This design comes from an exercise in tuning for small area, a short achievable clock period and few clock cycles per item on the open sky130 flow, not from production work.
The RTL was checked by simulation tests, not by an equivalence proof against the original design.
Power is estimated from default activity; no workload was simulated.

==> flow/design.v <==
`default_nettype none
package rv_alu_pkg;
  localparam logic [6:0] OPC_OP     = 7'b0110011;       
  localparam logic [6:0] OPC_OP_IMM = 7'b0010011;       
endpackage
`default_nettype wire
`timescale 1ns/1ns
`default_nettype none
module rv_alu_top (
  input  logic              clk_i,
  input  logic              rst_n,
  input  logic              instr_valid,
  input  logic [31:0]       instr,
  output logic              instr_ready,
  output logic              wb_valid,
  output logic [36:0]       wb,            
  input  logic              wb_ready
);
  logic        d_v;
  logic [31:7] d_ins;
  logic        d_imm;
  logic        e_v;
  logic [4:0]  e_rd;
  logic [31:0] e_a;
  logic [31:0] e_b;          
  logic        e_sub;        
  logic        e_sgn;        
  logic        e_sel_sll;    
  logic        e_sel_sr;     
  logic        e_arith;      
  logic        e_sel_add;
  logic        e_sel_lt;
  logic        e_sel_xor;
  logic        e_sel_or;
  logic        e_sel_and;
  logic [4:0]  e_shl;        
  logic [4:0]  e_shr_n;      
  logic        s_v;          
  logic        w_v;          
  logic [4:0]  w_rd;
  logic [31:1] w_we;         
  logic [31:0] w_val;
  logic [3:0]  d_r1h;        
  logic [7:0]  d_r1l;        
  logic [3:0]  d_r2h;        
  logic [7:0]  d_r2l;
  logic        q_v;          
  logic [31:7] q_ins;
  logic        q_imm;
  logic [31:1][31:0] rf;
  logic [31:1]       rf_v;
  logic out_free;
  logic go;                  
  logic d_free;              
  logic take;                
  logic acc;
  assign out_free    = ~wb_valid | wb_ready;
  assign go          = out_free | (~s_v & ~e_v);
  assign d_free      = ~d_v | go;
  assign instr_ready = ~q_v;
  assign acc         = instr_valid & ~q_v;
  logic in_alu;
  assign in_alu = (instr[6:0] == rv_alu_pkg::OPC_OP) || (instr[6:0] == rv_alu_pkg::OPC_OP_IMM);
  assign take   = acc & in_alu & (instr[11:7] != 5'd0);
  always_ff @(posedge clk_i or negedge rst_n) begin
    if (!rst_n) begin
      d_v <= 1'b0;
      q_v <= 1'b0;
    end else begin
      if (d_free) begin
        d_v <= q_v | take;
      end
      q_v <= q_v ? ~d_free : (take & ~d_free);
    end
  end
  logic [31:7] d_src;
  assign d_src = q_v ? q_ins : instr[31:7];
  always_ff @(posedge clk_i) begin
    if (d_free) begin
      d_ins <= d_src;
      d_imm <= q_v ? q_imm : ~instr[5];
      for (int i = 0; i < 4; i++) begin
        d_r1h[i] <= d_src[19:18] == 2'(i);
        d_r2h[i] <= d_src[24:23] == 2'(i);
      end
      for (int i = 0; i < 8; i++) begin
        d_r1l[i] <= d_src[17:15] == 3'(i);
        d_r2l[i] <= d_src[22:20] == 3'(i);
      end
    end
    if (!q_v) begin
      q_ins <= instr[31:7];
      q_imm <= ~instr[5];
    end
  end
  logic [2:0]  f3;
  logic [4:0]  rs1;
  logic [4:0]  rs2;
  logic [31:0] imm;
  assign f3  = d_ins[14:12];
  assign rs1 = d_ins[19:15];
  assign rs2 = d_ins[24:20];
  assign imm = {{20{d_ins[31]}}, d_ins[31:20]};
  logic [31:1] sel_a;
  logic [31:1] sel_b;
  logic        sel_aw;
  logic        sel_bw;
  logic [31:0] ra;
  logic [31:0] rb;
  always_comb begin
    for (int j = 1; j < 32; j++) begin
      sel_a[j] = d_r1h[j / 8] & d_r1l[j % 8] & rf_v[j] & ~w_we[j];
      sel_b[j] = d_r2h[j / 8] & d_r2l[j % 8] & rf_v[j] & ~w_we[j];
    end
    sel_aw = w_v && w_rd == rs1;
    sel_bw = w_v && w_rd == rs2;
    ra = {32{sel_aw}} & w_val;
    rb = {32{sel_bw}} & w_val;
    for (int j = 1; j < 32; j++) begin
      ra = ra | ({32{sel_a[j]}} & rf[j]);
      rb = rb | ({32{sel_b[j]}} & rf[j]);
    end
  end
  logic        sub_nx;
  assign sub_nx = (f3 == 3'b000 && !d_imm && d_ins[30]) || f3 == 3'b010 || f3 == 3'b011;
  logic [31:0] res;
  logic [31:0] a_nx;
  logic [31:0] b_nx;
  assign a_nx = (e_v && e_rd == rs1) ? res : ra;
  assign b_nx = d_imm ? imm : ((e_v && e_rd == rs2) ? res : rb);
  always_ff @(posedge clk_i or negedge rst_n) begin
    if (!rst_n) begin
      e_v <= 1'b0;
    end else begin
      e_v <= d_v & go;
    end
  end
  always_ff @(posedge clk_i) begin
    e_rd      <= d_ins[11:7];
    e_a       <= a_nx;
    e_b       <= b_nx ^ {32{sub_nx}};            
    e_shl     <= b_nx[4:0];
    e_shr_n   <= ~b_nx[4:0];
    e_sub     <= sub_nx;
    e_sgn     <= (f3 == 3'b010);
    e_arith   <= (f3 == 3'b101) && d_ins[30];
    e_sel_add <= (f3 == 3'b000);
    e_sel_lt  <= (f3 == 3'b010) || (f3 == 3'b011);
    e_sel_sll <= (f3 == 3'b001);
    e_sel_sr  <= (f3 == 3'b101);
    e_sel_xor <= (f3 == 3'b100);
    e_sel_or  <= (f3 == 3'b110);
    e_sel_and <= (f3 == 3'b111);
  end
  logic [33:0] sum;
  logic        ext_a;
  logic        ext_b;
  assign ext_a = e_sgn & e_a[31];
  assign ext_b = ~e_sgn | e_b[31];
  assign sum   = {ext_a, e_a, 1'b1} + {ext_b, e_b, e_sub};
  logic [31:0] sh_l;
  logic [32:0] sh_r;
  assign sh_l = e_a << e_shl;
  assign sh_r = $signed({e_arith & e_a[31], e_a}) >>> ~e_shr_n;
  assign res = ({32{e_sel_add}} & sum[32:1])
             | ({32{e_sel_sll}} & sh_l)
             | ({32{e_sel_sr}}  & sh_r[31:0])
             | ({32{e_sel_xor}} & (e_a ^ e_b))
             | ({32{e_sel_or}}  & (e_a | e_b))
             | ({32{e_sel_and}} & (e_a & e_b))
             | {31'd0, e_sel_lt & sum[33]};
  always_ff @(posedge clk_i or negedge rst_n) begin
    if (!rst_n) begin
      w_v <= 1'b0;
    end else begin
      w_v <= e_v;
    end
  end
  always_ff @(posedge clk_i) begin
    if (e_v) begin                       
      w_rd  <= e_rd;
      w_val <= res;
    end
    for (int j = 1; j < 32; j++) begin
      w_we[j] <= e_v && e_rd == 5'(j);
    end
  end
  always_ff @(posedge clk_i or negedge rst_n) begin
    if (!rst_n) begin
      rf_v <= '0;
    end else begin
      rf_v <= rf_v | w_we;
    end
  end
  for (genvar j = 1; j < 32; j++) begin : g_rf
    always_ff @(posedge clk_i) begin
      if (w_we[j]) begin
        rf[j] <= w_val;
      end
    end
  end
  always_ff @(posedge clk_i or negedge rst_n) begin
    if (!rst_n) begin
      wb_valid <= 1'b0;
      s_v      <= 1'b0;
    end else begin
      wb_valid <= s_v | e_v | ~out_free;
      s_v      <= ~out_free & (s_v | e_v);
    end
  end
  always_ff @(posedge clk_i) begin
    if (out_free) begin
      wb <= s_v ? {w_rd, w_val} : {e_rd, res};
    end
  end
endmodule
`default_nettype wire
Settings: LEC_CHECK=0, CAP_MARGIN=20, CELL_PAD_IN_SITES_DETAIL_PLACEMENT=1, CELL_PAD_IN_SITES_GLOBAL_PLACEMENT=1, CORE_MARGIN=2, CORE_UTILIZATION=40, CTS_CLUSTER_DIAMETER=100, CTS_CLUSTER_SIZE=25, PLACE_DENSITY=0.5, SLEW_MARGIN=20, TNS_END_PERCENT=5; clock period 8.5 ns.
standard.sh (not shown) runs the stock make flow with config.mk's settings and CLKGATE_MAP_FILE= SYNTH_SCRIPT=/design/flow/synth_recipe.tcl, a recipe that flattens the netlist after the stock synthesis.
==> flow/flow/run.sh <==
#!/bin/bash
# The standard layout, with
#  - met1 derated more in global routing (flow/fastroute.tcl).
set -uo pipefail
bash standard.sh SETUP_SLACK_MARGIN=5.3 FASTROUTE_TCL="$PWD/flow/fastroute.tcl" finish > run_standard.log 2>&1
==> flow/flow/fastroute.tcl <==
# Global routing layers as the platform sets them, but with met1 derated
# harder: sky130hd's flip-flops block most of met1 across the cell, so guides
# on met1 are what the detailed router fights with.
set_global_routing_layer_adjustment met1 0.6
set_global_routing_layer_adjustment met2-met5 0.2
set_routing_layers -clock met3-met5
set_routing_layers -signal met1-met5
Testbench counts at the start, summed over its fixed seeds: cycles 16,024, items 16,000.
Next try:
==> flow/flow/run.sh (replaced) <==
#!/bin/bash
# The standard layout, with
#  - met1 derated more in global routing (flow/fastroute.tcl).
set -uo pipefail
bash standard.sh SETUP_SLACK_MARGIN=5.5 FASTROUTE_TCL="$PWD/flow/fastroute.tcl" finish > run_standard.log 2>&1
- TNS_END_PERCENT: 5 -> not set
Effect: Register-to-register slack improves by 240 ps. Design area rose by about 8%. Power increases by 2.2%. Sequential cell count does not change. First-iteration DRC count went up by about 3.5%. Setup slack is better by 280 ps. Cell count is higher by 4.4%. Synthesized cell count does not change. Via count rose by about 4.4%. Combinational power rose by about 25%. Die area stays the same.
Next try:
==> flow/flow/run.sh (replaced) <==
#!/bin/bash
# The standard layout, with
#  - met1 derated more in global routing (flow/fastroute.tcl).
set -uo pipefail
bash standard.sh SETUP_SLACK_MARGIN=5.3 FASTROUTE_TCL="$PWD/flow/fastroute.tcl" finish > run_standard.log 2>&1
Final cell count goes down by 3.4%.
Setup slack got worse by 9.3 ps.
Worst hold slack is about the same.
Non-clock buffer count goes down by 191.
Sequential power stays flat.
Register-to-register slack is about the same.
Synthesized area stays the same.
Flip-flop and latch count does not change.
Total power goes down by 3.4%.
Critical path depth goes down by 2.

==> static timing again, ports no longer ideal <==
Ports are ideal in the flow. The routed layouts listed here were re-timed in OpenROAD.
Step 1, drivers: a clkbuf_16 drives clk_i and a buf_2 each remaining input, both assumed.
Step 2 moves the port delays by t, midway between the first and last clock arrival at a register: inputs arrive t later, outputs are due t later. That takes back most of the time a late clock gives input paths.
Three values: no drivers, after step 1, after step 2; two values: the first two.
| run | t, ns | setup slack, ns | hold slack, ns |
|---|---|---|---|
| the first run | 0.850 | 5.021 / 4.931 / 4.426 | 0.344 / 0.344 / 0.344 |
| the second run | 0.838 | 5.304 / 5.266 / 4.854 | 0.348 / 0.348 / 0.348 |
| the third run | 0.834 | 5.295 / 5.210 / 4.720 | 0.347 / 0.347 / 0.347 |
After both steps every run listed still meets setup and hold. For the first run, which loses most, drivers alone change the setup slack by -0.090 ns; drivers and shift together by -0.595 ns.
